This is an optimization exercise on Yosys and OpenROAD, whose aim is small area, a short achievable clock period and few clock cycles per item, not a production implementation.
RTL that was checked went through simulation tests only; none was proved equivalent to the original.
No functional check of the RTL was part of run 2.
No activity file was given, so power comes from the tool's default toggle rates.

==> design/flow/design.v <==
`timescale 1ns / 1ps
package bidm_pkg;
  localparam int MAX_SENSORS = 16;
  localparam int IDX_W = (MAX_SENSORS > 1) ? $clog2(MAX_SENSORS) : 1;
  localparam int CNT_W = $clog2(MAX_SENSORS + 1);
  localparam logic [15:0] COMPANY_CODE = 16'h015d;
  localparam logic [7:0]  MIN_PAYLOAD  = 8'd21;
  typedef enum logic [1:0] {
    OP_SIGHTING = 2'd0,
    OP_SCAN     = 2'd1,
    OP_CLEAR    = 2'd2,
    OP_ADD      = 2'd3
  } opcode_t;
  typedef enum logic [3:0] {
    ST_SHORT       = 4'd0,
    ST_FOREIGN     = 4'd1,
    ST_KNOWN_HIT   = 4'd2,
    ST_NEW_HIT     = 4'd3,
    ST_ADDED       = 4'd4,
    ST_FULL        = 4'd5,
    ST_SCAN        = 4'd6,
    ST_CLEARED     = 4'd7,
    ST_KNOWN_ADDED = 4'd8,
    ST_ADD_FULL    = 4'd9
  } status_t;
  typedef enum logic [1:0] {
    S_IDLE,
    S_SEARCH,
    S_FINISH
  } fsm_state_t;
  typedef struct packed {
    opcode_t            opcode;
    logic [7:0]         payload_length;
    logic [15:0]        company_id;
    logic [63:0]        sensor_id;
    logic signed [7:0]  accel_x;
    logic signed [7:0]  accel_y;
    logic signed [7:0]  accel_z;
  } in_item_t;
  typedef struct packed {
    status_t     status;
    logic [3:0]  entry_index;
    logic [6:0]  channel_base;
    logic [7:0]  x_positive;
    logic [7:0]  x_negative;
    logic [7:0]  y_positive;
    logic [7:0]  y_negative;
    logic [7:0]  z_positive;
    logic [7:0]  z_negative;
    logic        send_request;
    logic        all_known_seen;
  } out_item_t;
  function automatic logic [7:0] pos_part(input logic signed [7:0] v);
    logic [7:0] r;
    r = 8'd0;
    if (!v[7] && (v != 8'sd0)) begin
      r = {v[6:0], 1'b0};
    end
    pos_part = r;
  endfunction
  function automatic logic [7:0] neg_part(input logic signed [7:0] v);
    logic [7:0] r;
    r = 8'd0;
    if (v[7]) begin
      r = 8'd0 - {v[6:0], 1'b0};
    end
    neg_part = r;
  endfunction
  function automatic logic [6:0] chan_base(input logic [IDX_W-1:0] idx);
    logic [IDX_W+2:0] p;
    p = {1'b0, idx, 2'b00} + {2'b00, idx, 1'b0};
    chan_base = 7'(p);
  endfunction
  function automatic logic [MAX_SENSORS-1:0] below_mask(input logic [CNT_W-1:0] cnt);
    logic [MAX_SENSORS-1:0] m;
    for (int i = 0; i < MAX_SENSORS; i++) begin
      m[i] = (CNT_W'(i) < cnt);
    end
    below_mask = m;
  endfunction
endpackage
`timescale 1ns / 1ps
module beacon_id_table_to_channel_mapper_unit (
  input  logic         clk,
  input  logic         rst_n,
  input  logic         in_valid,
  output logic         in_ready,
  input  logic [1:0]   in_opcode,
  input  logic [7:0]   in_payload_length,
  input  logic [15:0]  in_company_id,
  input  logic [63:0]  in_sensor_id,
  input  logic [7:0]   in_accel_x,
  input  logic [7:0]   in_accel_y,
  input  logic [7:0]   in_accel_z,
  output logic         out_valid,
  input  logic         out_ready,
  output logic [3:0]   out_status,
  output logic [3:0]   out_entry_index,
  output logic [6:0]   out_channel_base,
  output logic [7:0]   out_x_positive,
  output logic [7:0]   out_x_negative,
  output logic [7:0]   out_y_positive,
  output logic [7:0]   out_y_negative,
  output logic [7:0]   out_z_positive,
  output logic [7:0]   out_z_negative,
  output logic         out_send_request,
  output logic         out_all_known_seen,
  input  logic         cfg_we,
  input  logic         cfg_wdata
);
  localparam int N = 16;
  localparam int RW = 4 + 4 + 1 + 1 + 1 + 24;
  logic [63:0]   id_mem [N];
  logic [N-1:0]  km_r;       
  logic [N-1:0]  tm_r;       
  logic [N-1:0]  seen_r;
  logic [N-1:0]  ma_r;       
  logic [N-1:0]  mb_r;       
  logic          out_en_r;
  logic          accept;
  logic          skid_next;
  assign in_ready = !skid_next;
  assign accept   = in_valid && !skid_next;
  logic          s2_v;
  logic [N-1:0]  s2_eq;
  logic          s2_eqp;
  logic [63:0]   s2_id;
  logic          s2_look, s2_short, s2_scan, s2_clear, s2_add;
  logic [23:0]   s2_acc;
  always_ff @(posedge clk) begin
    logic sight;
    sight = (in_opcode == 2'd0);
    for (int i = 0; i < N; i++) begin
      s2_eq[i] <= (id_mem[i] == in_sensor_id);
    end
    s2_eqp   <= (s2_id == in_sensor_id);
    s2_id    <= in_sensor_id;
    s2_look  <= sight && (in_payload_length >= 8'd21) && (in_company_id == 16'h015d);
    s2_short <= (in_payload_length < 8'd21);
    s2_scan  <= (in_opcode == 2'd1);
    s2_clear <= (in_opcode == 2'd2);
    s2_add   <= (in_opcode == 2'd3);
    s2_acc   <= {in_accel_x, in_accel_y, in_accel_z};
  end
  logic          is_sight;
  logic [N-1:0]  match, pre_m, fm;
  logic [N-1:0]  oh_t, oh_k, we;
  logic          any, khit, full, kfull, hit;
  logic [N-1:0]  missing, low_m;
  logic          m_zero, m_one;
  assign is_sight = !s2_scan && !s2_clear && !s2_add;
  logic [N-1:0]  w, pre_w, fw;
  always_comb begin
    oh_t[0] = !tm_r[0];
    oh_k[0] = !km_r[0];
    for (int i = 1; i < N; i++) begin
      oh_t[i] = tm_r[i-1] && !tm_r[i];
      oh_k[i] = km_r[i-1] && !km_r[i];
    end
    match = (ma_r & s2_eq) | (mb_r & {N{s2_eqp}});
    pre_m[0] = 1'b0;
    for (int i = 1; i < N; i++) begin
      pre_m[i] = pre_m[i-1] | match[i-1];
    end
    fm = match & ~pre_m;
    if (s2_look) w = match | oh_t;
    else if (s2_add) w = oh_k;
    else w = '0;
    pre_w[0] = 1'b0;
    for (int i = 1; i < N; i++) begin
      pre_w[i] = pre_w[i-1] | w[i-1];
    end
    fw = w & ~pre_w;
    missing = km_r & ~seen_r;
    low_m[0] = 1'b0;
    for (int i = 1; i < N; i++) begin
      low_m[i] = low_m[i-1] | missing[i-1];
    end
    low_m = ~low_m & ~missing;
    m_zero = (missing == '0);
    m_one  = ((missing & (missing - 1'b1)) == '0);
  end
  assign any   = |match;
  assign khit  = |(match & km_r);
  assign full  = tm_r[N-1];
  assign kfull = km_r[N-1];
  assign hit   = s2_look && any;
  assign we    = (s2_v && s2_add) ? oh_k : oh_t;
  logic [3:0]    st_h, idx_h;
  logic [6:0]    base_h;
  logic          all_h;
  logic [RW-1:0] res;
  always_comb begin
    logic [N-1:0] sel;
    logic         all_hit;
    st_h = 4'd0;
    if (s2_look) begin
      if (any) st_h = khit ? 4'd2 : 4'd3;
      else     st_h = full ? 4'd5 : 4'd4;
    end else if (is_sight) begin
      st_h = s2_short ? 4'd0 : 4'd1;
    end else if (s2_scan) begin
      st_h = 4'd6;
    end else if (s2_clear) begin
      st_h = 4'd7;
    end else begin
      st_h = kfull ? 4'd9 : 4'd8;
    end
    sel = fw;
    idx_h  = '0;
    base_h = '0;
    for (int i = 0; i < N; i++) begin
      if (sel[i]) begin
        idx_h  = idx_h | 4'(i);
        base_h = base_h | 7'(6 * i);
      end
    end
    all_hit = m_zero || (m_one && |(match & missing) && !(|(match & low_m)));
    if (is_sight) all_h = hit ? all_hit : m_zero;
    else if (s2_scan) all_h = !km_r[0];
    else if (s2_clear) all_h = 1'b1;
    else all_h = kfull && m_zero;
    res = {st_h, idx_h, s2_look && khit && out_en_r, all_h, hit, s2_acc};
  end
  always_ff @(posedge clk) begin
    logic [N-1:0] tm_n;
    tm_n = tm_r;
    if (!rst_n) begin
      km_r   <= '0;
      tm_n   = '0;
      seen_r <= '0;
    end else if (s2_v) begin
      if (s2_look) begin
        seen_r <= seen_r | fw;
        if (!any && !full) begin
          tm_n   = {tm_r[N-2:0], 1'b1};
        end
      end else if (s2_scan) begin
        seen_r <= seen_r & ~km_r;
      end else if (s2_clear) begin
        km_r   <= '0;
        tm_n   = '0;
        seen_r <= '0;
      end else if (s2_add && !kfull) begin
        seen_r <= seen_r & ~oh_k;
        km_r   <= {km_r[N-2:0], 1'b1};
        tm_n   = {km_r[N-2:0], 1'b1};
      end
    end
    tm_r <= tm_n;
    ma_r <= tm_n & ~we;
    mb_r <= tm_n & we;
  end
  always_ff @(posedge clk) begin
    for (int i = 0; i < N; i++) begin
      if (we[i]) begin
        id_mem[i] <= s2_id;
      end
    end
  end
  logic          ov_r;
  logic          sk_v_r;
  logic [RW-1:0] sk_r;
  logic          out_free;
  logic [3:0]    o_status;
  logic [3:0]    o_idx;
  logic [6:0]    o_base;
  logic [7:0]    o_xp, o_xn, o_yp, o_yn, o_zp, o_zn;
  logic          o_send;
  logic          o_all;
  logic          skn_free_r, skn_held_r;
  assign out_free  = !ov_r || out_ready;
  assign skid_next = out_ready ? skn_free_r : skn_held_r;
  always_ff @(posedge clk) begin
    if (!rst_n) begin
      ov_r       <= 1'b0;
      sk_v_r     <= 1'b0;
      skn_free_r <= 1'b0;
      skn_held_r <= 1'b0;
      s2_v     <= 1'b0;
      out_en_r <= 1'b0;
    end else begin
      if (cfg_we) begin
        out_en_r <= cfg_wdata;
      end
      if (out_free) begin
        ov_r <= sk_v_r || s2_v;
      end
      sk_v_r     <= skid_next;
      s2_v       <= accept;
      skn_free_r <= skid_next && accept;
      skn_held_r <= (out_free ? (sk_v_r || s2_v) : ov_r) ? (skid_next || accept)
                                                           : (skid_next && accept);
    end
  end
  function automatic logic [7:0] pos_part(input logic [7:0] v, input logic h);
    pos_part = (h && !v[7] && (v != 8'd0)) ? {v[6:0], 1'b0} : 8'd0;
  endfunction
  function automatic logic [7:0] neg_part(input logic [7:0] v, input logic h);
    neg_part = (h && v[7]) ? (8'd0 - {v[6:0], 1'b0}) : 8'd0;
  endfunction
  always_ff @(posedge clk) begin
    logic [RW-1:0] r;
    if (!sk_v_r || out_free) begin
      sk_r <= res;
    end
    if (out_free) begin
      r = sk_v_r ? sk_r : res;
      o_status <= r[34:31];
      o_idx    <= r[30:27];
      o_base   <= sk_v_r ? 7'({sk_r[30:27], 2'b00} + {sk_r[30:27], 1'b0}) : base_h;
      o_send   <= r[26];
      o_all    <= r[25];
      o_xp     <= pos_part(r[23:16], r[24]);
      o_xn     <= neg_part(r[23:16], r[24]);
      o_yp     <= pos_part(r[15:8], r[24]);
      o_yn     <= neg_part(r[15:8], r[24]);
      o_zp     <= pos_part(r[7:0], r[24]);
      o_zn     <= neg_part(r[7:0], r[24]);
    end
  end
  assign out_valid          = ov_r;
  assign out_status         = o_status;
  assign out_entry_index    = o_idx;
  assign out_channel_base   = o_base;
  assign out_x_positive     = o_xp;
  assign out_x_negative     = o_xn;
  assign out_y_positive     = o_yp;
  assign out_y_negative     = o_yn;
  assign out_z_positive     = o_zp;
  assign out_z_negative     = o_zn;
  assign out_send_request   = o_send;
  assign out_all_known_seen = o_all;
endmodule
==> design/flow/flow/run.sh <==
#!/bin/bash
# The standard layout, except that the port buffers are buf_2 cells: left to itself
# buffer_ports picks a delay cell (clkdlybuf4s50_1) for every input and output port.
set -euo pipefail
export BUFFER_PORTS_ARGS="-buffer_cell sky130_fd_sc_hd__buf_2"
bash standard.sh > standard.log 2>&1
==> design/flow/standard.sh <==
#!/bin/bash
# synth_recipe.tcl (not shown) runs the flow's synth.tcl, then flattens the netlist and writes it again
# the make line also repeats each setting of config.mk as NAME=value (left out here)
make -C /OpenROAD-flow-scripts/flow DESIGN_CONFIG=/design/flow/config.mk WORK_HOME=/design/flow/orfs CLKGATE_MAP_FILE= SYNTH_SCRIPT=/design/flow/synth_recipe.tcl "${@:-finish}"
==> design/flow/config.mk <==
export PLATFORM = sky130hd
export DESIGN_NAME = beacon_id_table_to_channel_mapper_unit
export DESIGN_NICKNAME = beacon_id_table_to_channel_mapper_unit
export VERILOG_FILES = /design/flow/design.v
export SDC_FILE = /design/flow/constraint.sdc
export NUM_CORES = 4
export LEC_CHECK = 0
export CAP_MARGIN = 20
export CORE_MARGIN = 2
export CORE_UTILIZATION = 40
export CTS_BUF_LIST = sky130_fd_sc_hd__clkbuf_16
export CTS_CLUSTER_DIAMETER = 120
export CTS_CLUSTER_SIZE = 25
export PLACE_DENSITY = 0.8
export SETUP_SLACK_MARGIN = 2.5
export SLEW_MARGIN = 20
==> design/flow/constraint.sdc <==
create_clock -name core_clock -period 5.0 [get_ports {clk}]
set_input_delay 1.0000 -clock core_clock [delete_from_list [all_inputs] [get_ports {clk}]]
set_output_delay 1.0000 -clock core_clock [all_outputs]
set_load 0.01 [all_outputs]
==> results of run 1 <==
[flip-flops by register name, summed over array words and instances, names as in the netlist, 5 cells and up]
signal	count
o_zn	7
km_r	16
id_mem	1024
o_zp	7
seen_r	16
o_xn	7
o_base	5
ma_r	16
mb_r	16
o_yn	7
o_xp	7
tm_r	16
s2_id	64
o_yp	7
s2_acc	24
s2_eq	16
sk_r	35
[worst max-delay path by stage]
stage / endpoint / cells after the start
global route: seen_r[12] / 9
global placement: s2_eq[1] / 5
finish: s2_eq[12] / 6
CTS: o_idx[3] / 8
floorplan: s2_eq[10] / 6
detailed placement: s2_eq[1] / 6
[cells in the mapped netlist (all sizes together) (4+ instances only)]
master	count	share of area (%)
a21o	4	0.055
a21oi	53	0.49
a221oi	5	0.080
a22o	21	0.41
a22oi	16	0.23
a31oi	8	0.092
and2	9	0.11
and2b	10	0.16
and3	9	0.11
buf	18	0.24
clkbuf	159	1.2
dfxtp	196	7.2
edfxtp	1116	61
ha	8	0.18
inv	32	0.22
mux2	17	0.35
mux2i	30	0.55
nand2	74	0.51
nand2b	31	0.36
nand3	15	0.14
nand4	83	0.96
nor2	102	0.70
nor2b	52	0.60
nor3	18	0.19
nor4	297	3.5
o211ai	8	0.12
o21ai	51	0.47
o221a	16	0.33
o22ai	25	0.31
o31ai	5	0.069
o41ai	4	0.11
or2	5	0.057
xnor2	6	0.096
xor2	1099	18
[per-layer routing]
layer,GRT usage [%],vias up,wire [um]
li1,-,13800,-
met1,33.5,17000,63700
met2,39.8,3052,82300
met3,6.88,680,28200
met4,18.7,6,16700
met5,0,-,139
[cells in the final DEF (no fill, tap or decap), types with 29 or more instances in the layout]
cell,n
o21ai_0,40
dfxtp_1,167
nand2_1,68
edfxtp_1,1116
xor2_1,1099
nor2_1,96
inv_1,74
nor4_1,261
clkbuf_16,64
nand4_1,82
buf_2,132
buf_4,190
a21oi_1,48
nor4_2,29
nor2b_1,47
[worst register-to-register path, stage by stage (launching register included)]
cell and delay (ns):
dfxtp_1 1.24, xor2_1 0.14, nor4_1 0.37, nand4_1 0.19
nor4_2 0.49
[cell families (layout without fill, tap and decap cells)]
kind of cell	count (synthesis)	in the layout	share of synthesized area [%]
AO/OA/AOI/OAI	247	248	3.28
buffers and inverters	212	509	1.74
other	1	10	0.00687
XOR/XNOR	1105	1105	17.7
multiplexers	47	47	0.901
AND/OR/NAND/NOR	720	720	7.57
adder cells (fa/ha/maj)	9	9	0.220
flip-flops	1312	1312	68.6
[power by group through the flow]
stage / Clock [mW] / Sequential, mW / Combinational, mW
after global placement: 0 / 12.5 / 1.58
after CTS: 5.77 / 12.3 / 1.66
after detailed placement: 0 / 12.5 / 1.61
final: 5.79 / 12.3 / 1.74
after floorplan: 0 / 12.5 / 0.802
after global routing: 6.10 / 12.3 / 1.77
[through the flow]
step | worst slack, ns | instance area [sq um] | hold WS (ns) | utilization, % | total power, mW
after global routing | 2.39 | 61400 | 0.392 | 45.3 | 20.2
after detailed placement | 1.29 | 58200 | 0.425 | 43.0 | 14.1
after global placement | 1.09 | 58200 | 0.419 | 42.9 | 14.1
after CTS | 2.49 | 60900 | 0.363 | 44.9 | 19.7
after floorplan | 2.51 | 54800 | 0.408 | - | 13.3
final | 2.38 | 61400 | 0.403 | 45.3 | 19.8
[timing repair]
action,in CTS,in global routing
setup endpoints to repair,911,257
pin swaps,20,27
gates cloned,1,1
resized for setup,156,90
buffers inserted,18,16
[area by class of cell]
class	instances	area share, %
sequential	1312	61.0
multi-input combinational	2137	27.9
timing repair buffer	363	4.20
tap	1781	3.63
clock buffer	63	2.57
clock inverter	49	0.405
inverter	34	0.240
antenna	2	0.00815
==> results.ini, run 1 <==
[status]
outcome=complete, no violations

[global_route]
grt_pass1_wl_mm=259
antenna_found_initial=11
gr-usage-all-layers_pct=26.5
overflow=0
grt_max_degree=67
grt_pass1_vias=32700

[pwr]
p_clk_share_pct=29.2
internal_power_mw=14.9
p_seq_share_pct=62.0
combPwrFrac_pct=8.8
cellPowerDensity_nw_per_um2=323
power.leakage_nw=21.6
peakVddDrop_v=0.000339
p_switching_mw=4.90
swShare_pct=24.7

[logic_synthesis]
synth_cell_types=86
syn_avg_cell_area_sq_um=14.9
synth-seq-cells=1312
synth_edf_count=1116
synthArstFlopShare_pct=0
syn_area_sq_um=54600
synthFlopType=edfxtp_1
yosysSeqAreaShare_pct=68.6
ys_warn_count=2
netlist_instances=3653

[sta]
max_slew_margin_pct=9.36
fin_crit_sh_pct=52.4
layout_min_cycle_time_ns=2.62
fmax_ghz=0.382
tightest_slew_ns=1.36
fin_worst_skew_ns=0.0897
hold_viol=0
setup-tns-final_ns=0
finalMaxSlewViolations=0
rsz0062_at_grt=true
setup_viol=0

[min_path]
hp-class=in -> reg
holdPathEnd=s2_id[60]
hold_start=in_sensor_id[60]
whs_path_depth=1

[finish]
area_growth_syn_to_layout_pct=12.5
layout.cells.non_filler=5741
nets=4036
seq_area_sq_um=37500
fillCellCount=11600
multi_input_area_sq_um=17200
drive_gt1_share_pct=16.3

[routing]
wl_mm=191
first_pass_iters=6
ant_nets=0
initialDrtViolationCount=6128
viasPerCell=6.01
wl_per_cell_um=33.3
vias=34500
drc=0

[worst_setup_path]
path_delay_family=simple AND/OR/NAND/NOR gates
path_cells=buf_4 > buf_4 > xor2_1 > nor4_1 > nand4_1 > nor4_4
critPathLaunchType=primary input
cp_slowest_cell=nand4_1
reg2reg_from=s2_id[30]
worstSetupPathType=in -> reg
end_kind=flop
cp_common_cell=buf_4
required_ns=5.62
crit_buf_inv=2
reg2reg_depth=4
worstPathArrival_ns=3.24
reg2reg_to=s2_eqp
regToRegSetupSlack_ns=2.40
critPathMaxFanout=12
crit_start=in_sensor_id[11]
cpPeakStageDelay_ns=0.53

[clock_tree]
clockBufferDepth=3
cts_tree=built
cts_hold_buf=0
numClockSinks=1312
cts_max_level=2
cts_buffers=59
clk_latency_ns=0.76
cts_root_buffer=clkbuf_16
clkTransAtPathRegs_ns=0.10

[placement]
place_congestion=0.997
port_buffers=179
dpl.hpwl_mm=123
dp.cells=5591

[die]
pin_count=187
core_sq_um=135000
dieWidth_um=373
start_util_pct=40.3
die-area_sq_um=139000
rows=135
die_y_um=373

[flow_run]
cap_viol_max_count=0

Testbench counts, summed over its fixed seeds: cycles 4,816, items 4,800.
==> run 2: changes to the inputs <==
--- a/design/flow/design.v
+++ b/design/flow/design.v
@@ -115,6 +115,4 @@
   logic [N-1:0]  tm_r;       
   logic [N-1:0]  seen_r;
-  logic [N-1:0]  ma_r;       
-  logic [N-1:0]  mb_r;       
   logic          out_en_r;
   logic          accept;
@@ -124,6 +122,4 @@
   logic          s2_v;
   logic [N-1:0]  s2_eq;
-  logic          s2_eqp;
-  logic [63:0]   s2_id;
   logic          s2_look, s2_short, s2_scan, s2_clear, s2_add;
   logic [23:0]   s2_acc;
@@ -134,6 +130,4 @@
       s2_eq[i] <= (id_mem[i] == in_sensor_id);
     end
-    s2_eqp   <= (s2_id == in_sensor_id);
-    s2_id    <= in_sensor_id;
     s2_look  <= sight && (in_payload_length >= 8'd21) && (in_company_id == 16'h015d);
     s2_short <= (in_payload_length < 8'd21);
@@ -145,6 +139,6 @@
   logic          is_sight;
   logic [N-1:0]  match, pre_m, fm;
-  logic [N-1:0]  oh_t, oh_k, we;
-  logic          any, khit, full, kfull, hit;
+  logic [N-1:0]  oh_t, oh_k;
+  logic          any, khit, full, kfull, hit, append, grow;
   logic [N-1:0]  missing, low_m;
   logic          m_zero, m_one;
@@ -158,5 +152,5 @@
       oh_k[i] = km_r[i-1] && !km_r[i];
     end
-    match = (ma_r & s2_eq) | (mb_r & {N{s2_eqp}});
+    match = s2_eq & tm_r;
     pre_m[0] = 1'b0;
     for (int i = 1; i < N; i++) begin
@@ -186,5 +180,6 @@
   assign kfull = km_r[N-1];
   assign hit   = s2_look && any;
-  assign we    = (s2_v && s2_add) ? oh_k : oh_t;
+  assign append = s2_v && s2_look && !any && !full;    
+  assign grow   = s2_v && s2_add && !kfull;            
   logic [3:0]    st_h, idx_h;
   logic [6:0]    base_h;
@@ -249,11 +244,20 @@
     end
     tm_r <= tm_n;
-    ma_r <= tm_n & ~we;
-    mb_r <= tm_n & we;
+  end
+  logic [N-1:0]  wpos;
+  always_comb begin
+    logic [N-1:0] oh0;
+    oh0 = '0;
+    oh0[0] = 1'b1;
+    if (s2_v && s2_clear)       wpos = oh0;
+    else if (grow)              wpos = {oh_k[N-2:0], 1'b0};
+    else if (in_opcode == 2'd3) wpos = oh_k;
+    else if (append)            wpos = {oh_t[N-2:0], 1'b0};
+    else                        wpos = oh_t;
   end
   always_ff @(posedge clk) begin
     for (int i = 0; i < N; i++) begin
-      if (we[i]) begin
-        id_mem[i] <= s2_id;
+      if (accept && wpos[i]) begin
+        id_mem[i] <= in_sensor_id;
       end
     end
==> design/flow/flow/run.sh (replaced) <==
#!/bin/bash
# The standard layout, except that the port buffers are buf_4 cells: left to itself
# buffer_ports picks a delay cell (clkdlybuf4s50_1) for every input and output port.
set -euo pipefail
export BUFFER_PORTS_ARGS="-buffer_cell sky130_fd_sc_hd__buf_4"
bash standard.sh > standard.log 2>&1
==> run 2 against run 1 <==
Largest cell class unchanged. Synthesized area decreased by 4.9%. Utilization increased by 3.0 points. Combinational power increased by 24%. Fmax decreased by 5.9%. Critical path type is now reg -> reg. Worst setup slack got worse by 0.17 ns. Non-clock buffer count increased by 155. Clock skew decreased by 0.016 ns. Count of clock-buffer cells in the layout decreased by 8. Worst hold slack improved by 0.013 ns. Wire length decreased by 17%.
==> results.ini, run 2 <==
[clock_tree]
cts_tree=built
cts_max_level=2
numClockSinks=1215
cts_root_buffer=clkbuf_16
clk_latency_ns=0.73
clockBufferDepth=3
clkTransAtPathRegs_ns=0.10
cts_buffers=55

[sta]
timing.hold.ws_ns=0.416
hold_viol=0
finalMaxSlewViolations=0
rsz0062_at_grt=true
max_slew_margin_pct=22.9
layout_min_cycle_time_ns=2.79
setup_viol=0
setup-tns-final_ns=0
fmax_ghz=0.359
tightest_slew_ns=1.15
fin_worst_skew_ns=0.0741
fin_crit_sh_pct=55.7

[logic_synthesis]
synth_most_common_cell=edfxtp_1
synthFlopType=edfxtp_1
syn_area_sq_um=51900
yosysSeqAreaShare_pct=68.4
synth_area_leaders=edfxtp_1 65%, xor2_1 17%, dfxtp_1 3.8%, nor4_1 3.4%, clkbuf_1 1.0%
synth_cell_types=85
synthArstFlopShare_pct=0
synth_commonest_cells=1116 x edfxtp_1, 1032 x xor2_1, 285 x nor4_1, 139 x clkbuf_1, 99 x dfxtp_1
syn_avg_cell_area_sq_um=14.9
netlist_instances=3484
ys_warn_count=2
synth-seq-cells=1215
synth_edf_count=1116
synth_top_area_share_pct=64.5
synth_top_area_cell=edfxtp_1

[finish]
final_cell_mix=1116 x edfxtp_1, 1032 x xor2_1, 305 x buf_4, 270 x nor4_1, 88 x nor2_1
largest_reg_flops=1024
reg.largest.list=id_mem: 1024 flops, sk_r: 35 flops, s2_acc: 24 flops
nets=4008
post-route-util_pct=48.3
regMostFlops=id_mem
final_common_cell=edfxtp_1
area_growth_syn_to_layout_pct=20.2
antennaDiodeCount=0
layout.cells.non_filler=5655
drive_gt1_share_pct=19.1

[placement]
port_buffers=179
place_congestion=0.935
dpl.hpwl_mm=87.7
dp.cells=5335

[status]
outcome=complete, no violations

[routing]
initialDrtViolationCount=4393
drc=0
viasPerCell=5.79
ant_nets=0
wl_per_cell_um=27.9
wl_mm=158
vias=32700
first_pass_iters=6

[global_route]
grt_max_degree=58
grt_pass1_wl_mm=216
grt_pass1_vias=30600
overflow=0
gr-usage-all-layers_pct=22.3
antenna_found_initial=2

[die]
die_y_um=364
pin_count=187
dieWidth_um=364
die-area_sq_um=133000
start_util_pct=40.2
core_sq_um=129000
rows=132

[worst_setup_path]
critPathLaunchType=flop
reg2reg_from=s2_eq[15]
worstSetupPathType=reg -> reg
crit_buf_inv=5
crit_cells=11
end_kind=flop
cpPeakStageDelay_ns=0.39
required_ns=5.46
path_delay_family=simple AND/OR/NAND/NOR gates
reg2reg_depth=11
worstPathArrival_ns=3.24
critPathMaxFanout=8
path_cells=nand2_2 > nand4_1 > nor3_4 > buf_6 > nand3b_4 > buf_4 > o311a_4 > nor4_4 > buf_12 > buf_12 > buf_16
crit_start=s2_eq[15]
cp_common_cell=buf_12
cp_slowest_cell=dfxtp_2

[min_path]
whs_path_depth=1
hold_start=in_accel_y[7]
hp-class=in -> reg

[pwr]
p_clk_share_pct=27.5
peakVddDrop_v=0.000344
internal_power_mw=14.4
power_mw=19.0
cellPowerDensity_nw_per_um2=305
combPwrFrac_pct=11.3
p_seq_share_pct=61.2
p_switching_mw=4.67
power.leakage_nw=21.9
swShare_pct=24.5

[flow_run]
cap_viol_max_count=0

run 2: power by group through the flow:
| stage | clock network [mW] | registers, mW | logic (mW) |
|---|---|---|---|
| floorplan | 0 | 11.9 | 0.932 |
| global placement | 0 | 11.9 | 1.61 |
| detailed placement | 0 | 11.9 | 1.65 |
| CTS | 5.26 | 11.6 | 1.96 |
| global route | 5.58 | 11.7 | 2.25 |
| finish | 5.24 | 11.6 | 2.16 |
run 2: worst register-to-register path: cells and delay by family (launching register included):
family                 cells  cell delay, ns
and+or+nand+nor            5            1.00
buffers and inverters      5            0.85
DFF                        1            0.39
AOI/OAI and AO/OA          1            0.32
run 2: final cells by class:
type / count / area, sq um
repair buffers: 518 / 6620
flip-flops and latches: 1215 / 35600
well taps: 1742 / 2180
clock inverters: 36 / 234
multi-input cells: 2067 / 16400
inverters: 22 / 87.6
fillers: 10500 / 66700
clock buffers: 55 / 1380
run 2: path summary, 6_finish.rpt:
path | end | slack, ns
worst max-delay path | id_mem[8][38] | 2.21
worst max register to register | id_mem[8][38] | 2.21
worst min-delay path | s2_acc[15] | 0.42
worst min register to register | sk_r[7] | 0.44
run 2: metal layers:
metal | routed length, um | share of wire [%] | global-route usage (%) | up-vias
met5 | 0 | 0 | 0 | -
met3 | 19700 | 12 | 4.01 | 387
met4 | 8350 | 5.3 | 8.65 | 0
li1 | - | - | - | 13600
met2 | 71900 | 46 | 35.5 | 2355
met1 | 58000 | 37 | 30.4 | 16400
run 2: logic make-up (layout without fill, tap and decap cells):
logic type               after synthesis  in the layout  synth area share [%]
flip-flops                          1215           1215                  68.4
XOR/XNOR                            1040           1040                  17.5
AND/OR/NAND/NOR                      710            719                  7.86
AO/OA/AOI/OAI                        248            248                  3.45
buffers and inverters                218            631                  1.70
multiplexers                          43             43                 0.848
adder cells (fa/ha/maj)                9              9                 0.231
other                                  1              8               0.00722
run 2: metrics by stage:
step                area [sq um]  setup WS [ns]
floorplan                  52200          0.682
global placement           55900           1.11
detailed placement         55900           1.08
CTS                        60800           2.25
global route               62400           2.12
finish                     62400           2.21
run 2: timing repair:
item	4_1_cts	5_1_grt
cloned	67	39
setup buffers	84	39
pin swaps	24	31
hold buffers	0	0
setup endpoints to repair	1111	1081
resized for setup	205	134
==> run 3: changes to the inputs <==
--- a/design/flow/design.v
+++ b/design/flow/design.v
@@ -115,4 +115,6 @@
   logic [N-1:0]  tm_r;       
   logic [N-1:0]  seen_r;
+  logic [N-1:0]  ma_r;       
+  logic [N-1:0]  mb_r;       
   logic          out_en_r;
   logic          accept;
@@ -122,4 +124,6 @@
   logic          s2_v;
   logic [N-1:0]  s2_eq;
+  logic          s2_eqp;
+  logic [63:0]   s2_id;
   logic          s2_look, s2_short, s2_scan, s2_clear, s2_add;
   logic [23:0]   s2_acc;
@@ -130,4 +134,6 @@
       s2_eq[i] <= (id_mem[i] == in_sensor_id);
     end
+    s2_eqp   <= (s2_id == in_sensor_id);
+    s2_id    <= in_sensor_id;
     s2_look  <= sight && (in_payload_length >= 8'd21) && (in_company_id == 16'h015d);
     s2_short <= (in_payload_length < 8'd21);
@@ -139,6 +145,6 @@
   logic          is_sight;
   logic [N-1:0]  match, pre_m, fm;
-  logic [N-1:0]  oh_t, oh_k;
-  logic          any, khit, full, kfull, hit, append, grow;
+  logic [N-1:0]  oh_t, oh_k, we;
+  logic          any, khit, full, kfull, hit;
   logic [N-1:0]  missing, low_m;
   logic          m_zero, m_one;
@@ -152,5 +158,5 @@
       oh_k[i] = km_r[i-1] && !km_r[i];
     end
-    match = s2_eq & tm_r;
+    match = (ma_r & s2_eq) | (mb_r & {N{s2_eqp}});
     pre_m[0] = 1'b0;
     for (int i = 1; i < N; i++) begin
@@ -180,6 +186,5 @@
   assign kfull = km_r[N-1];
   assign hit   = s2_look && any;
-  assign append = s2_v && s2_look && !any && !full;    
-  assign grow   = s2_v && s2_add && !kfull;            
+  assign we    = (s2_v && s2_add) ? oh_k : oh_t;
   logic [3:0]    st_h, idx_h;
   logic [6:0]    base_h;
@@ -244,20 +249,11 @@
     end
     tm_r <= tm_n;
-  end
-  logic [N-1:0]  wpos;
-  always_comb begin
-    logic [N-1:0] oh0;
-    oh0 = '0;
-    oh0[0] = 1'b1;
-    if (s2_v && s2_clear)       wpos = oh0;
-    else if (grow)              wpos = {oh_k[N-2:0], 1'b0};
-    else if (in_opcode == 2'd3) wpos = oh_k;
-    else if (append)            wpos = {oh_t[N-2:0], 1'b0};
-    else                        wpos = oh_t;
+    ma_r <= tm_n & ~we;
+    mb_r <= tm_n & we;
   end
   always_ff @(posedge clk) begin
     for (int i = 0; i < N; i++) begin
-      if (accept && wpos[i]) begin
-        id_mem[i] <= in_sensor_id;
+      if (we[i]) begin
+        id_mem[i] <= s2_id;
       end
     end
==> design/flow/flow/run.sh (replaced) <==
#!/bin/bash
# The standard layout, except for the port buffers: left to itself buffer_ports picks a
# delay cell (clkdlybuf4s50_1) for every port. Here every port gets a buf_4, and after global
# placement the input port buffers become buf_8 (flow/ports.tcl), as most input ports fan
# out to the 17 id comparators.
set -euo pipefail
export BUFFER_PORTS_ARGS="-buffer_cell sky130_fd_sc_hd__buf_4"
export POST_GLOBAL_PLACE_TCL="$PWD/flow/ports.tcl"
bash standard.sh > standard.log 2>&1
==> design/flow/flow/ports.tcl (new file) <==
# after global placement: the input port buffers (buf_4, from buffer_ports) become buf_8,
# as most input ports fan out to the 17 id comparators
set n_up 0
foreach port [get_ports -filter "direction == input"] {
  if {[get_full_name $port] == "clk"} { continue }
  foreach pin [get_pins -of_objects [get_nets [get_full_name $port]] -filter "direction == input"] {
    set inst [get_cells -of_objects $pin]
    if {[get_property $inst ref_name] == "sky130_fd_sc_hd__buf_4"} {
      replace_cell $inst sky130_fd_sc_hd__buf_8
      incr n_up
    }
  }
}
puts "flow/ports.tcl: $n_up input port buffers now buf_8"
==> run 3 against run 2 <==
Critical path depth decreased by 5. Count of clock-buffer cells in the layout is 4 higher. Global-route usage up 3.6 points. Critical path type is now in -> reg. Design area fell by 1.0%. Clock skew shrank 0.00099 ns. Sequential power is 6% higher. Combinational power shrank 18%. Total power increased by 3.6%. Flip-flop and latch count rose by 97. Highest routed layer is now met5.
==> results.ini, run 3 <==
[status]
outcome=complete, no violations

[sta]
setup-tns-final_ns=0
layout_min_cycle_time_ns=2.61
max_slew_margin_pct=21.1
hold_viol=0
tightest_slew_ns=1.18
finalMaxSlewViolations=0
fmax_ghz=0.382
fin_crit_sh_pct=52.3
rsz0062_at_grt=true
setup_viol=0
fin_ws_ns=2.39
fin_worst_skew_ns=0.0731

[logic_synthesis]
syn_area_sq_um=54600
synth_top_area_share_pct=61.4
ys_warn_count=2
synth_area_leaders=edfxtp_1 61%, xor2_1 18%, dfxtp_1 7.2%, nor4_1 3.4%, clkbuf_1 1.1%
syn_avg_cell_area_sq_um=14.9
synthFlopType=edfxtp_1
synth_top_area_cell=edfxtp_1
synthArstFlopShare_pct=0
netlist_instances=3653
yosysSeqAreaShare_pct=68.6
synth_edf_count=1116
synth-seq-cells=1312
synth_commonest_cells=1116 x edfxtp_1, 1099 x xor2_1, 294 x nor4_1, 196 x dfxtp_1, 153 x clkbuf_1
synth_most_common_cell=edfxtp_1
synth_cell_types=86

[global_route]
antenna_found_initial=7
overflow=0
grt_pass1_vias=32400
grt_max_degree=67
gr-usage-all-layers_pct=25.9
grt_pass1_wl_mm=255

[placement]
port_buffers=179
dp_worst_setup_slack_ns=1.29
dpl.hpwl_mm=113

[routing]
ant_nets=0
vias=34200
initialDrtViolationCount=6041
drc=0
first_pass_iters=6
viasPerCell=6.03
wl_per_cell_um=32.8
wl_mm=186

[die]
die_y_um=373
rows=135
core_sq_um=135000
dieWidth_um=373
die-area_sq_um=139000
start_util_pct=40.3
pin_count=187

[worst_setup_path]
reg2reg_to=s2_eqp
worstSetupPathType=in -> reg
end_kind=flop
required_ns=5.55
worstPathArrival_ns=3.16
regToRegSetupSlack_ns=2.45
critPathLaunchType=primary input
critPathMaxFanout=11
reg2reg_from=s2_id[52]
reg2reg_depth=4

[clock_tree]
cts_buffers=59
cts_root_buffer=clkbuf_16
numClockSinks=1312
cts_tree=built
clockBufferDepth=3
cts_max_level=2
clkTransAtPathRegs_ns=0.10
clk_latency_ns=0.77

[pwr]
peakVddDrop_v=0.000347
power.leakage_nw=21.6
cellPowerDensity_nw_per_um2=319

[flow_run]
cap_viol_max_count=0

[min_path]
hold_start=in_accel_y[0]
holdPathEnd=s2_acc[8]
hp-class=in -> reg
whs_path_depth=1

[finish]
largest_reg_flops=1024
final_common_cell=edfxtp_1
area_growth_syn_to_layout_pct=13.2
reg.largest.list=id_mem: 1024 flops, s2_id: 64 flops, sk_r: 35 flops
regMostFlops=id_mem
final_cell_mix=1116 x edfxtp_1, 1099 x xor2_1, 278 x nor4_1, 169 x buf_4, 163 x dfxtp_1
nets=3974
drive_gt1_share_pct=14.0

==> run 3: cell type report <==
type / instances / area (sq um)
diodes: 2 / 5.00
clock buffers: 59 / 1480
clock inverters: 53 / 297
fillers: 11500 / 73700
inverters: 34 / 143
multi-input cells: 2136 / 16900
flip-flops and latches: 1312 / 37500
well taps: 1781 / 2230
repair buffers: 302 / 3290
==> run 3: logic make-up after synthesis <==
family | share of synthesized area (%)
AO/OA/AOI/OAI | 3.28
other | 0.00687
flip-flops | 68.6
adder cells (fa/ha/maj) | 0.220
XOR/XNOR | 17.7
multiplexers | 0.901
AND/OR/NAND/NOR | 7.57
buffers and inverters | 1.74
==> run 3: report_power, final <==
part | total, mW | internal, mW | switching (mW)
combinational | 1.77 | 0.558 | 1.21
sequential | 12.3 | 12.1 | 0.178
clock | 5.66 | 2.20 | 3.46
total | 19.7 | 14.9 | 4.85
==> run 3: timing repair <==
action | in CTS | in global routing
buffers inserted | 14 | 11
hold buffers | 0 | 0
setup endpoints to repair | 955 | 133
resized for setup | 71 | 59
pin swaps | 10 | 12
gates cloned | 1 | 0
hold endpoints to repair | 0 | 0
==> run 3: metal layers <==
layer | part of all wire [%] | up-vias | GRT usage, %
li1 | - | 13700 | -
met4 | 7.8 | 8 | 16.0
met1 | 34 | 16900 | 33.1
met3 | 14 | 695 | 6.00
met5 | 0.029 | - | 0
met2 | 44 | 2961 | 40.2
==> run 3: worst max path at each step <==
stage	startpoint	end	slack, ns	cells after the start
global route	tm_r[7]	o_idx[0]	2.38	8
CTS	sk_v_r	o_yp[5]	2.41	7
global placement	in_sensor_id[44]	s2_eq[14]	0.35	5
finish	in_sensor_id[33]	s2_eq[2]	2.39	6
floorplan	in_sensor_id[58]	s2_eq[10]	2.51	6
detailed placement	in_sensor_id[23]	s2_eq[1]	1.29	5
==> run 3: critical path, stage by stage <==
cell and delay [ns]:
buf_8 0.21, buf_4 0.28, xor2_1 0.10, nor4_1 0.36
nand4_1 0.55, nor4_1 0.61
==> run 3: stage by stage <==
step / hold WS [ns] / power [mW] / cells / utilization, % / area [sq um]
after floorplan: 0.408 / 13.3 / 3660 / - / 54800
after global placement: 0.414 / 14.1 / 5535 / 43.0 / 58200
after detailed placement: 0.420 / 14.2 / 5538 / 43.7 / 59200
after CTS: 0.355 / 19.6 / 5665 / 45.3 / 61400
after global routing: 0.360 / 20.1 / 5677 / 45.6 / 61800
final: 0.384 / 19.7 / 5679 / 45.6 / 61800
Testbench counts of run 3, summed over its fixed seeds: cycles 4,816, items 4,800.
==> run 4: changes to the inputs <==
--- a/design/flow/design.v
+++ b/design/flow/design.v
@@ -123,4 +123,6 @@
   assign accept   = in_valid && !skid_next;
   logic          s2_v;
+  logic [N-1:0]  s2_eq_lo, s2_eq_hi;    
+  logic          s2_eqp_lo, s2_eqp_hi;
   logic [N-1:0]  s2_eq;
   logic          s2_eqp;
@@ -132,7 +134,9 @@
     sight = (in_opcode == 2'd0);
     for (int i = 0; i < N; i++) begin
-      s2_eq[i] <= (id_mem[i] == in_sensor_id);
+      s2_eq_lo[i] <= (id_mem[i][31:0] == in_sensor_id[31:0]);
+      s2_eq_hi[i] <= (id_mem[i][63:32] == in_sensor_id[63:32]);
     end
-    s2_eqp   <= (s2_id == in_sensor_id);
+    s2_eqp_lo <= (s2_id[31:0] == in_sensor_id[31:0]);
+    s2_eqp_hi <= (s2_id[63:32] == in_sensor_id[63:32]);
     s2_id    <= in_sensor_id;
     s2_look  <= sight && (in_payload_length >= 8'd21) && (in_company_id == 16'h015d);
@@ -150,4 +154,6 @@
   logic          m_zero, m_one;
   assign is_sight = !s2_scan && !s2_clear && !s2_add;
+  assign s2_eq    = s2_eq_lo & s2_eq_hi;
+  assign s2_eqp   = s2_eqp_lo && s2_eqp_hi;
   logic [N-1:0]  w, pre_w, fw;
   always_comb begin
@@ -187,4 +193,18 @@
   assign hit   = s2_look && any;
   assign we    = (s2_v && s2_add) ? oh_k : oh_t;
+  function automatic logic [3:0] penc16(input logic [15:0] v);
+    logic [3:0] z;
+    logic [1:0] l [4];
+    logic [1:0] hi, lo;
+    for (int g = 0; g < 4; g++) begin
+      z[g]     = (v[4*g +: 4] == 4'd0);
+      l[g][1]  = !v[4*g] && !v[4*g+1];
+      l[g][0]  = !v[4*g] && (v[4*g+1] || !v[4*g+2]);
+    end
+    hi[1] = z[0] && z[1] && !(z[2] && z[3]);
+    hi[0] = (z[0] && !z[1]) || (z[0] && z[1] && z[2] && !z[3]);
+    lo    = !z[0] ? l[0] : (!z[1] ? l[1] : (!z[2] ? l[2] : (!z[3] ? l[3] : 2'd0)));
+    penc16 = {hi, lo};
+  endfunction
   logic [3:0]    st_h, idx_h;
   logic [6:0]    base_h;
@@ -208,9 +228,8 @@
     end
     sel = fw;
-    idx_h  = '0;
+    idx_h  = penc16(w);
     base_h = '0;
     for (int i = 0; i < N; i++) begin
       if (sel[i]) begin
-        idx_h  = idx_h | 4'(i);
         base_h = base_h | 7'(6 * i);
       end
==> design/flow/flow/run.sh (replaced) <==
#!/bin/bash
# The standard layout, except that the port buffers are buf_4 cells: left to itself
# buffer_ports picks a delay cell (clkdlybuf4s50_1) for every input and output port.
set -euo pipefail
export BUFFER_PORTS_ARGS="-buffer_cell sky130_fd_sc_hd__buf_4"
bash standard.sh > standard.log 2>&1
removed: design/flow/flow/ports.tcl
==> run 4 against run 3 <==
Flip-flop and latch count increased by 18. Design area barely moved. Fmax is 0.29% higher. Via count is 4.7% lower. Critical path type is now reg -> reg. Synthesized cell count up 1.4%. Highest routed layer unchanged. Sequential power hardly changed.
==> results.ini, run 4 <==
[status]
outcome=complete, no violations

[finish]
final_cell_mix=1117 x edfxtp_1, 1099 x xor2_1, 285 x buf_4, 268 x nor4_1, 194 x dfxtp_1
regMostFlops=id_mem
fillCellCount=11500
area_growth_syn_to_layout_pct=12.4
reg.largest.list=id_mem: 1024 flops, s2_id: 64 flops, sk_r: 35 flops
final_common_cell=edfxtp_1
antennaDiodeCount=0
largest_reg_flops=1024
drive_gt1_share_pct=14.0
nets=4043
postLayoutCellArea_sq_um=61800

[die]
core_sq_um=136000
rows=135
dieWidth_um=375
pin_count=187
start_util_pct=40.4
die_y_um=375
die-area_sq_um=140000

[sta]
max_slew_margin_pct=24.8
fmax_ghz=0.384
rsz0062_at_grt=true
timing.hold.ws_ns=0.393
layout_min_cycle_time_ns=2.61
fin_worst_skew_ns=0.0336
fin_crit_sh_pct=52.1
finalMaxSlewViolations=0
hold_viol=0
setup_viol=0
tightest_slew_ns=1.13
setup-tns-final_ns=0
fin_ws_ns=2.39

[routing]
initialDrtViolationCount=4468
ant_nets=0
first_pass_iters=6
wl_per_cell_um=27.0
vias=32600
drc=0
wl_mm=155
viasPerCell=5.68

[global_route]
busiest_layer=met2
overflow=0
antenna_found_initial=16
grt_max_degree=67
gr-usage-all-layers_pct=21.3
grt_pass1_wl_mm=220
use_met2_pct=34.9
grt_pass1_vias=31400
use_met1_pct=28.2
grtUsageMet3_pct=4.84

[pwr]
combPwrFrac_pct=7.7
cellPowerDensity_nw_per_um2=317
p_clk_share_pct=28.7
peakVddDrop_v=0.000289
p_switching_mw=4.57
power_mw=19.6
power.leakage_nw=21.4
internal_power_mw=15.0
swShare_pct=23.4
p_seq_share_pct=63.6

[logic_synthesis]
ys_warn_count=3
synth_edf_count=1117
synthFlopType=edfxtp_1
yosysSeqAreaShare_pct=68.8
syn_avg_cell_area_sq_um=14.8
netlist_instances=3703
synthArstFlopShare_pct=0
synth_most_common_cell=edfxtp_1
synth_top_area_share_pct=61.0
synth_top_area_cell=edfxtp_1
synth_commonest_cells=1117 x edfxtp_1, 1099 x xor2_1, 275 x nor4_1, 213 x dfxtp_1, 155 x clkbuf_1
synth_area_leaders=edfxtp_1 61%, xor2_1 18%, dfxtp_1 7.8%, nor4_1 3.1%, clkbuf_1 1.1%
synth-seq-cells=1330
syn_area_sq_um=54900
synth_cell_types=84

[placement]
dpl_cell_area_sq_um=58700
dp_worst_setup_slack_ns=1.82
dpl.hpwl_mm=91.7
port_buffers=179
place_congestion=0.916

[min_path]
hp-class=in -> reg

[worst_setup_path]
critPathMaxFanout=6
worstPathArrival_ns=3.25
required_ns=5.64
critPathLaunchType=flop
end_kind=flop
worstSetupPathType=reg -> reg

[clock_tree]
cts_buffers=59
cts_root_buffer=clkbuf_16
clkTransAtPathRegs_ns=0.10
clk_latency_ns=0.73
numClockSinks=1330
cts_tree=built
cts_max_level=2
cts_hold_buf=0
clockBufferDepth=3

[flow_run]
cap_viol_max_count=0

[run 4: what timing repair did]
action | in CTS | in global routing
pin swaps | 23 | 34
cloned | 7 | 2
setup endpoints to repair | 942 | 643
endpoints found under the hold margin | 0 | 0
buffers inserted | 31 | 24
resized for setup | 99 | 69
[run 4: path summary, 6_finish.rpt]
kind	cells past startpoint	endpoint	slack, ns	from
setup / recovery	11	mb_r[9]	2.39	s2_eqp_hi
hold / removal	1	s2_acc[15]	0.39	in_accel_y[7]
setup reg to reg	11	mb_r[9]	2.39	s2_eqp_hi
hold reg to reg	0	sk_r[1]	0.45	s2_acc[1]
[run 4: cells by family after synthesis]
group / Yosys count / share of synthesized area [%]
compound gates: 258 / 3.53
xor+xnor: 1106 / 17.6
fa+ha+maj: 9 / 0.219
buf+inv: 219 / 1.63
flops: 1330 / 68.8
mux: 33 / 0.613
other cells: 1 / 0.00682
simple gates: 747 / 7.57
[run 4: stage by stage]
stage | std cells | utilization (%)
after floorplan | 3710 | -
after global placement | 5568 | 43.1
after detailed placement | 5570 | 43.1
after CTS | 5718 | 45.0
after global routing | 5744 | 45.4
final | 5744 | 45.4
[run 4: power groups by stage]
stage / logic, mW / registers (mW) / clock network, mW
CTS: 1.47 / 12.4 / 5.66
finish: 1.52 / 12.4 / 5.61
global route: 1.59 / 12.5 / 6.01
detailed placement: 1.44 / 12.7 / 0
global placement: 1.41 / 12.7 / 0
floorplan: 0.801 / 12.7 / 0
[run 4: critical path, cell delays in order, from the launching register on]
cell      delay [ns]
dfxtp_4         0.37
and2_4          0.21
a32oi_4         0.22
nand4_1         0.12
or4_4           0.59
buf_6           0.15
nor4_4          0.11
buf_4           0.18
o21a_2          0.23
buf_4           0.15
o221ai_2        0.11
nor2b_1         0.11
[run 4: per-layer routing]
metal	up-vias	share of wire (%)
li1	13800	-
met3	349	12
met5	-	0.081
met4	20	3.7
met2	2060	47
met1	16300	37
[run 4: final cells by class]
| type | instances | area [sq um] | share of cell area (%) |
|---|---|---|---|
| sequential | 1330 | 37800 | 61.3 |
| multi-input combinational | 2170 | 17200 | 27.9 |
| timing repair buffer | 313 | 2550 | 4.12 |
| tap | 1781 | 2230 | 3.61 |
| clock buffer | 61 | 1530 | 2.47 |
| clock inverter | 49 | 239 | 0.387 |
| inverter | 40 | 155 | 0.251 |
Testbench counts of run 4, summed over its fixed seeds: cycles 4,816, items 4,800.
==> run 5: changes to the inputs <==
--- a/design/flow/config.mk
+++ b/design/flow/config.mk
@@ -15,2 +15,3 @@
 export SETUP_SLACK_MARGIN = 2.5
 export SLEW_MARGIN = 20
+export TNS_END_PERCENT = 30
==> run 5 against run 4 <==
Cell count decreased by 0.17%. Combinational power hardly changed. Flip-flop and latch count unchanged. Fmax fell by 5.2%. Clock skew grew 0.0036 ns. Wire length fell by 0.40%. Utilization decreased by 0.15 points. Die area unchanged. Clock power about the same. Largest power group unchanged.
==> results.ini, run 5 <==
[routing]
ant_nets=0
drc=0
wl_per_cell_um=26.9
vias=32700
initialDrtViolationCount=4485
viasPerCell=5.69
first_pass_iters=6
wl_mm=154

[finish]
final_cell_mix=1117 x edfxtp_1, 1099 x xor2_1, 275 x buf_4, 268 x nor4_1, 197 x dfxtp_1
final_common_cell=edfxtp_1
regMostFlops=id_mem
postLayoutCellArea_sq_um=61600
reg.largest.list=id_mem: 1024 flops, s2_id: 64 flops, sk_r: 35 flops
largest_reg_flops=1024
drive_gt1_share_pct=13.3
area_growth_syn_to_layout_pct=12.1
nets=4032

[pwr]
p_clk_share_pct=28.7
cellPowerDensity_nw_per_um2=318
power_mw=19.6
internal_power_mw=15.0
swShare_pct=23.4
p_seq_share_pct=63.6
peakVddDrop_v=0.000296
combPwrFrac_pct=7.7
power.leakage_nw=21.4
p_switching_mw=4.57

[clock_tree]
cts_hold_buf=0
numClockSinks=1330
clockBufferDepth=3
cts_buffers=59
cts_tree=built
clk_latency_ns=0.73
cts_max_level=2
cts_root_buffer=clkbuf_16
clkTransAtPathRegs_ns=0.10

[flow_run]
cap_viol_max_count=0

[logic_synthesis]
synth_most_common_cell=edfxtp_1
synth-seq-cells=1330
synth_top_area_share_pct=61.0
synthArstFlopShare_pct=0
syn_avg_cell_area_sq_um=14.8
synth_commonest_cells=1117 x edfxtp_1, 1099 x xor2_1, 275 x nor4_1, 213 x dfxtp_1, 155 x clkbuf_1
synth_cell_types=84
synth_area_leaders=edfxtp_1 61%, xor2_1 18%, dfxtp_1 7.8%, nor4_1 3.1%, clkbuf_1 1.1%
syn_area_sq_um=54900
ys_warn_count=3
synth_top_area_cell=edfxtp_1
synthFlopType=edfxtp_1
netlist_instances=3703
yosysSeqAreaShare_pct=68.8
synth_edf_count=1117

[sta]
finalMaxSlewViolations=0
setup-tns-final_ns=0
fin_worst_skew_ns=0.0371
setup_viol=0
timing.hold.ws_ns=0.389
rsz0062_at_grt=true
tightest_slew_ns=1.23
fin_crit_sh_pct=55.0
max_slew_margin_pct=17.2
fmax_ghz=0.363
hold_viol=0
layout_min_cycle_time_ns=2.75

[global_route]
grt_pass1_wl_mm=219
gr-usage-all-layers_pct=21.2
grt_max_degree=67
antenna_found_initial=14
overflow=0
grt_pass1_vias=31300

[die]
dieWidth_um=375
core_sq_um=136000
rows=135
die-area_sq_um=140000
pin_count=187
die_y_um=375
start_util_pct=40.4

[worst_setup_path]
cp_slowest_cell=or4_4
worstSetupPathType=reg -> reg
crit_buf_inv=3
path_cells=and2_4 > a32oi_4 > nand4_1 > or4_4 > buf_6 > nor4_4 > buf_4 > o21a_4 > buf_12 > o221ai_2 > nor2b_1
required_ns=5.64
path_delay_family=simple AND/OR/NAND/NOR gates
critPathMaxFanout=9
critPathLaunchType=flop
worstPathArrival_ns=3.39
end_kind=flop
cpPeakStageDelay_ns=0.59

[placement]
port_buffers=179
dpl.hpwl_mm=91.7
place_congestion=0.916
dpl_cell_area_sq_um=58700

[status]
outcome=complete, no violations

[min_path]
hp-class=in -> reg

[run 5: changes by cell type in the layout (fill, tap and decap cells not counted), sizes merged]
| cell | previous run | this run |
|---|---|---|
| clkbuf | 61 | 62 |
| buf | 313 | 301 |
| diode | 0 | 1 |
[run 5: worst register-to-register path, stage by stage (launching register included)]
cell and delay (ns):
dfxtp_4 0.38, and2_4 0.22, a32oi_4 0.24, nand4_1 0.12, or4_4 0.59, buf_6 0.15
nor4_4 0.23, buf_4 0.17, o21a_4 0.21, buf_12 0.13, o221ai_2 0.12, nor2b_1 0.13
[run 5: area by class of cell]
type / count / area [sq um]
fill: 11600 / 74400
sequential: 1330 / 37800
multi-input combinational: 2170 / 17100
timing repair buffer: 302 / 2450
tap: 1781 / 2230
clock buffer: 61 / 1530
clock inverter: 49 / 239
inverter: 40 / 155
antenna: 1 / 2.50
[run 5: metal layers]
| layer | vias to the layer above | track usage (%) | routed length (um) |
|---|---|---|---|
| li1 | 13800 | - | - |
| met3 | 316 | 4.65 | 17900 |
| met5 | - | 0 | 102 |
| met4 | 16 | 6.67 | 5490 |
| met1 | 16400 | 28.3 | 58700 |
| met2 | 2084 | 34.6 | 72200 |
[run 5: cells by family (layout without fill, tap and decap cells)]
family | Yosys count | count (layout) | synth area share, %
AOI/OAI and AO/OA | 258 | 264 | 3.53
xor gates and xnor gates | 1106 | 1106 | 17.6
adders and majority gates | 9 | 9 | 0.219
buffers and inverters | 219 | 452 | 1.63
DFF | 1330 | 1330 | 68.8
muxes | 33 | 33 | 0.613
other | 1 | 9 | 0.00682
and+or+nand+nor | 747 | 750 | 7.57
[run 5: final timing paths]
kind,startpoint,endpoint,slack (ns),depth (start not counted)
max,s2_eqp_lo,mb_r[12],2.25,11
min,in_accel_y[7],s2_acc[15],0.39,1
max reg2reg,s2_eqp_lo,mb_r[12],2.25,11
min reg2reg,s2_acc[1],sk_r[1],0.46,0
[run 5: power groups by stage]
stage,registers [mW],logic [mW],clock network (mW)
6_report,12.4,1.50,5.62
5_1_grt,12.5,1.58,6.01
4_1_cts,12.4,1.46,5.66
3_5_place_dp,12.7,1.44,0
3_3_place_gp,12.7,1.41,0
2_1_floorplan,12.7,0.801,0
[run 5: through the flow]
stage          utilization (%)  instances  setup WS [ns]
3_3_place_gp              43.1       5568           1.86
6_report                  45.3       5734           2.25
2_1_floorplan                -       3710           1.88
3_5_place_dp              43.1       5570           1.82
5_1_grt                   45.3       5733           2.20
4_1_cts                   44.8       5694           2.36
[run 5: repair_timing]
item / CTS / global route
endpoints found under the setup margin: 942 / 504
pin swaps: 8 / 35
cloned: 6 / 3
resized for setup: 61 / 83
setup buffers: 8 / 36
==> run 6: changes to the inputs <==
--- a/design/flow/config.mk
+++ b/design/flow/config.mk
@@ -12,6 +12,6 @@
 export CTS_CLUSTER_DIAMETER = 120
 export CTS_CLUSTER_SIZE = 25
+export GPL_ROUTABILITY_DRIVEN = 0
 export PLACE_DENSITY = 0.8
 export SETUP_SLACK_MARGIN = 2.5
 export SLEW_MARGIN = 20
-export TNS_END_PERCENT = 30
==> run 6 against run 5 <==
Wire length is 0.32% higher. Flip-flop and latch count stayed put. Worst setup slack better by 0.093 ns. Clock power hardly changed. Synthesized cell count stayed put. Cell count is 0.10% lower. Register-to-register slack better by 0.09 ns. Global-route usage is 0.10 points higher. Fmax is 3.5% higher. Critical path type unchanged.
==> results.ini, run 6 <==
[status]
outcome=complete, no violations

[finish]
reg.largest.list=id_mem: 1024 flops, s2_id: 64 flops, sk_r: 35 flops
final_common_cell=edfxtp_1
area_growth_syn_to_layout_pct=12.2
final_cell_mix=1117 x edfxtp_1, 1099 x xor2_1, 272 x nor4_1, 268 x buf_4, 191 x dfxtp_1
largest_reg_flops=1024
fillCellCount=11400
seq_area_sq_um=37800
drive_gt1_share_pct=13.8
postLayoutCellArea_sq_um=61700
nets=4025
multi_input_area_sq_um=17300
antennaDiodeCount=0
regMostFlops=id_mem

[logic_synthesis]
synth_cell_types=84
ys_warn_count=3
synth_commonest_cells=1117 x edfxtp_1, 1099 x xor2_1, 275 x nor4_1, 213 x dfxtp_1, 155 x clkbuf_1
synthArstFlopShare_pct=0
synth_top_area_cell=edfxtp_1
synth_top_area_share_pct=61.0
synth_edf_count=1117
syn_area_sq_um=54900
netlist_instances=3703
yosysSeqAreaShare_pct=68.8
synth_most_common_cell=edfxtp_1
syn_avg_cell_area_sq_um=14.8
synthFlopType=edfxtp_1
synth_area_leaders=edfxtp_1 61%, xor2_1 18%, dfxtp_1 7.8%, nor4_1 3.1%, clkbuf_1 1.1%
synth-seq-cells=1330

[routing]
wl_per_cell_um=27.0
viasPerCell=5.73
first_pass_iters=9
wl_mm=155
vias=32800
ant_nets=0
drc=0
initialDrtViolationCount=4345

[clock_tree]
cts_root_buffer=clkbuf_16
clockBufferDepth=3
cts_hold_buf=0
clk_latency_ns=0.73
cts_tree=built
cts_max_level=2
numClockSinks=1330
cts_buffers=59
clkTransAtPathRegs_ns=0.10

[die]
pin_count=187
start_util_pct=40.4
rows=135
die-area_sq_um=140000
core_sq_um=136000
die_y_um=375
dieWidth_um=375

[pwr]
power.leakage_nw=21.4
peakVddDrop_v=0.000285
cellPowerDensity_nw_per_um2=317

[sta]
setup_viol=0
fin_ws_ns=2.34
max_slew_margin_pct=14.9
rsz0062_at_grt=true
fin_worst_skew_ns=0.0266
tightest_slew_ns=1.26
layout_min_cycle_time_ns=2.66
fin_crit_sh_pct=53.2
fmax_ghz=0.376
hold_viol=0
setup-tns-final_ns=0
finalMaxSlewViolations=0

[placement]
port_buffers=179
dpl_cell_area_sq_um=58700
dp_worst_setup_slack_ns=1.46
dpl.hpwl_mm=90.0

[worst_setup_path]
cp_common_cell=o21ai_4
critPathMaxFanout=6
cpPeakStageDelay_ns=0.58
path_cells=and2_4 > a32oi_4 > nand4_1 > or4_4 > buf_6 > o21ai_4 > buf_12 > o21ai_4 > nand3_4 > nor2_1
worstPathArrival_ns=3.13
critPathLaunchType=flop
worstSetupPathType=reg -> reg
end_kind=flop
crit_buf_inv=2
required_ns=5.47
path_delay_family=simple AND/OR/NAND/NOR gates
cp_slowest_cell=or4_4

[global_route]
grt_max_degree=67
gr-usage-all-layers_pct=21.3
overflow=0
antenna_found_initial=10
grt_pass1_wl_mm=220
grt_pass1_vias=31800

[flow_run]
cap_viol_max_count=0

[min_path]
hp-class=in -> reg

run 6: cell counts after synthesis:
Identical to the previous run, type by type.
run 6: stage by stage:
| stage | hold slack, ns | util, % | power [mW] | std cells |
|---|---|---|---|---|
| 3_3_place_gp | 0.416 | 43.1 | 14.1 | 5569 |
| 5_1_grt | 0.364 | 45.4 | 20.1 | 5728 |
| 4_1_cts | 0.353 | 45.0 | 19.5 | 5715 |
| 6_report | 0.382 | 45.4 | 19.6 | 5728 |
| 2_1_floorplan | 0.408 | - | 13.5 | 3710 |
| 3_5_place_dp | 0.422 | 43.1 | 14.1 | 5572 |
run 6: layout make-up:
class                   count  area share (%)
clock inverters            52           0.412
flip-flops and latches   1330            61.4
multi-input cells        2170            28.0
repair buffers            295            3.88
inverters                  40           0.252
clock buffers              60            2.43
well taps                1781            3.61
run 6: logic make-up after synthesis:
kind of cell / Yosys count / share of synthesized area (%)
xor gates and xnor gates: 1106 / 17.6
adders and majority gates: 9 / 0.219
muxes: 33 / 0.613
AOI/OAI and AO/OA: 258 / 3.53
other: 1 / 0.00682
and+or+nand+nor: 747 / 7.57
DFF: 1330 / 68.8
buffers and inverters: 219 / 1.63
run 6: report_power, final:
part	leakage (nW)	internal, mW	switching [mW]
clock	1.03	2.22	3.38
combinational	8.22	0.488	1.04
sequential	12.2	12.3	0.176
total	21.4	15.0	4.59
run 6: layer usage:
metal / wire length, um / track usage, %
met2: 72500 / 35.0
met4: 6830 / 8.01
met5: 89 / 0
met3: 17600 / 4.62
met1: 57800 / 27.7
run 6: worst paths after layout:
check                              startpoint            end  slack, ns  cells after the start
worst max register to register      s2_eqp_hi        o_zp[6]       2.34                     10
worst min register to register      s2_id[62]  id_mem[8][62]       0.44                      0
worst max-delay path                s2_eqp_hi        o_zp[6]       2.34                     10
worst min-delay path            in_accel_z[7]      s2_acc[7]       0.38                      1
run 6: timing repair:
item | in CTS | in global routing
pin swaps | 27 | 68
buffers inserted | 23 | 11
resized for setup | 101 | 83
endpoints found under the setup margin | 1147 | 481
gates cloned | 8 | 1
run 6: worst reg2reg max path, stage by stage, from the launching register on:
cell and delay, ns:
dfxtp_2 0.37, and2_4 0.24, a32oi_4 0.25, nand4_1 0.13, or4_4 0.58, buf_6 0.15
o21ai_4 0.15, buf_12 0.15, o21ai_4 0.15, nand3_4 0.20, nor2_1 0.05
==> run 7: changes to the inputs <==
--- a/design/flow/config.mk
+++ b/design/flow/config.mk
@@ -12,6 +12,5 @@
 export CTS_CLUSTER_DIAMETER = 120
 export CTS_CLUSTER_SIZE = 25
-export GPL_ROUTABILITY_DRIVEN = 0
-export PLACE_DENSITY = 0.8
+export PLACE_DENSITY = 0.9
 export SETUP_SLACK_MARGIN = 2.5
 export SLEW_MARGIN = 20
==> run 7 against run 6 <==
Cell count is 0.40% higher. Worst setup slack lost 0.0027 ns. Synthesized cell count stayed put. Critical endpoint is now o_status[0]. Sequential share of layout area rose by 0.050 points. Via count rose by 1.7%. Global-route usage up 0.28 points.
==> results.ini, run 7 <==
[sta]
fin_ws_ns=2.34
setup-tns-final_ns=0
hold_viol=0
timing.hold.ws_ns=0.388
layout_min_cycle_time_ns=2.66
rsz0062_at_grt=true
max_slew_margin_pct=13.5
tightest_slew_ns=1.30
setup_viol=0
fmax_ghz=0.376
finalMaxSlewViolations=0
fin_crit_sh_pct=53.2
fin_worst_skew_ns=0.0507

[logic_synthesis]
synth_top_area_share_pct=61.0
syn_area_sq_um=54900
synth_adder_area_share_pct=0.219
synthArstFlopShare_pct=0
synth_top_family_by_area=XOR/XNOR gates
synth_top_area_cell=edfxtp_1
synth_most_common_cell=edfxtp_1
synth_commonest_cells=1117 x edfxtp_1, 1099 x xor2_1, 275 x nor4_1, 213 x dfxtp_1, 155 x clkbuf_1
synth_xor_area_share_pct=17.6
yosys.area_share.simple_pct=7.57
synth_area_leaders=edfxtp_1 61%, xor2_1 18%, dfxtp_1 7.8%, nor4_1 3.1%, clkbuf_1 1.1%
netlist_instances=3703
synth_edf_count=1117
synth.mux.area_fraction_pct=0.613
yosysSeqAreaShare_pct=68.8
synthFlopType=edfxtp_1
synth_compound_area_share_pct=3.53
ys_warn_count=3
synth_cell_types=84
synth-seq-cells=1330
syn_avg_cell_area_sq_um=14.8

[clock_tree]
cts_hold_buf=0
clockBufferDepth=3
cts_root_buffer=clkbuf_16
cts_tree=built
cts_buffers=60
numClockSinks=1330
clkTransAtPathRegs_ns=0.10
clk_latency_ns=0.74
cts_max_level=2

[placement]
dp_worst_setup_slack_ns=1.70
place_congestion=0.935
dpl_cell_area_sq_um=58700
port_buffers=179
dp.cells=5576
dpl.hpwl_mm=93.2

[global_route]
antenna_found_initial=7
overflow=0
grt_pass1_wl_mm=223
grt_max_degree=67
grt_pass1_vias=32600
gr-usage-all-layers_pct=21.6

[routing]
ant_nets=0
wl_per_cell_um=27.3
drc=0
viasPerCell=5.80
initialDrtViolationCount=4697
vias=33400
wl_mm=157
first_pass_iters=6

[worst_setup_path]
cpPeakStageDelay_ns=0.58
worstSetupPathType=reg -> reg
cp_slowest_cell=or4_4
path_cells=and2_4 > a32oi_4 > nand3_2 > or4_4 > nor2_4 > mux2i_2 > o21ai_2 > mux2_2
worstPathArrival_ns=3.12
critPathMaxFanout=9
critPathLaunchType=flop
required_ns=5.46
end_kind=flop

[die]
dieWidth_um=375
core_sq_um=136000
die_y_um=375
start_util_pct=40.4
pin_count=187
rows=135
die-area_sq_um=140000

[finish]
layout.cells.non_filler=5751
reg.largest.list=id_mem: 1024 flops, s2_id: 64 flops, sk_r: 35 flops
post-route-util_pct=45.3
nets=4045
drive_gt1_share_pct=13.5
regMostFlops=id_mem
area_growth_syn_to_layout_pct=12.1
final_common_cell=edfxtp_1
postLayoutCellArea_sq_um=61600
final_cell_mix=1117 x edfxtp_1, 1099 x xor2_1, 297 x buf_4, 273 x nor4_1, 199 x dfxtp_1
largest_reg_flops=1024

[pwr]
power.leakage_nw=21.4
peakVddDrop_v=0.000319
power_mw=19.6
cellPowerDensity_nw_per_um2=319

[status]
outcome=complete, no violations

[min_path]
hp-class=in -> reg

[flow_run]
cap_viol_max_count=0

## run 7: cell counts after synthesis
Identical to the previous run, type by type.
## run 7: final timing paths
check,cells past startpoint,slack (ns),startpoint,end
worst max-delay path,8,2.34,s2_eqp_lo,o_status[0]
worst min-delay path,1,0.39,in_accel_x[0],s2_acc[16]
worst max register to register,8,2.34,s2_eqp_lo,o_status[0]
worst min register to register,0,0.44,s2_acc[22],sk_r[22]
## run 7: area by class of cell
cell class | count | area (sq um)
antenna | 3 | 7.51
clock buffer | 60 | 1500
clock inverter | 53 | 309
fill | 11200 | 74400
inverter | 40 | 155
multi-input combinational | 2168 | 17000
sequential | 1330 | 37800
tap | 1781 | 2230
timing repair buffer | 316 | 2550
## run 7: what timing repair did
item,CTS,global route
pin swaps,20,14
gates resized for setup,100,27
setup buffers,19,30
setup endpoints to repair,1007,230
cloned,7,1
## run 7: kinds of logic after synthesis
logic type	count (synthesis)
XOR/XNOR	1106
multiplexers	33
AO/OA/AOI/OAI	258
flip-flops	1330
adder cells (fa/ha/maj)	9
AND/OR/NAND/NOR	747
other	1
buffers and inverters	219
## run 7: metal layers
metal / track usage, % / routed length [um]
met3: 4.65 / 20500
met5: 0 / 80
met2: 34.9 / 72100
met4: 10.6 / 9070
met1: 27.6 / 55400
## run 7: worst max-delay path: cells and delay by family, from the launching register on
| kind | cells | cell delay, ns |
|---|---|---|
| mux | 2 | 0.58 |
| flops | 1 | 0.36 |
| compound gates | 2 | 0.38 |
| simple gates | 4 | 1.07 |
## run 7: power by group
group / internal (mW) / leakage (nW) / switching [mW] / total, mW
Sequential: 12.3 / 12.2 / 0.157 / 12.4
Clock: 2.24 / 1.04 / 3.43 / 5.67
Combinational: 0.492 / 8.22 / 1.07 / 1.56
Total: 15.0 / 21.4 / 4.65 / 19.6

Setup slack of run 7, layout unchanged: 2.339 ns with ideal ports, 2.339 ns with driving cells assumed (clock clkbuf_16, inputs buf_2), 1.769 ns with port delays also shifted by the 0.772 ns mid clock arrival.
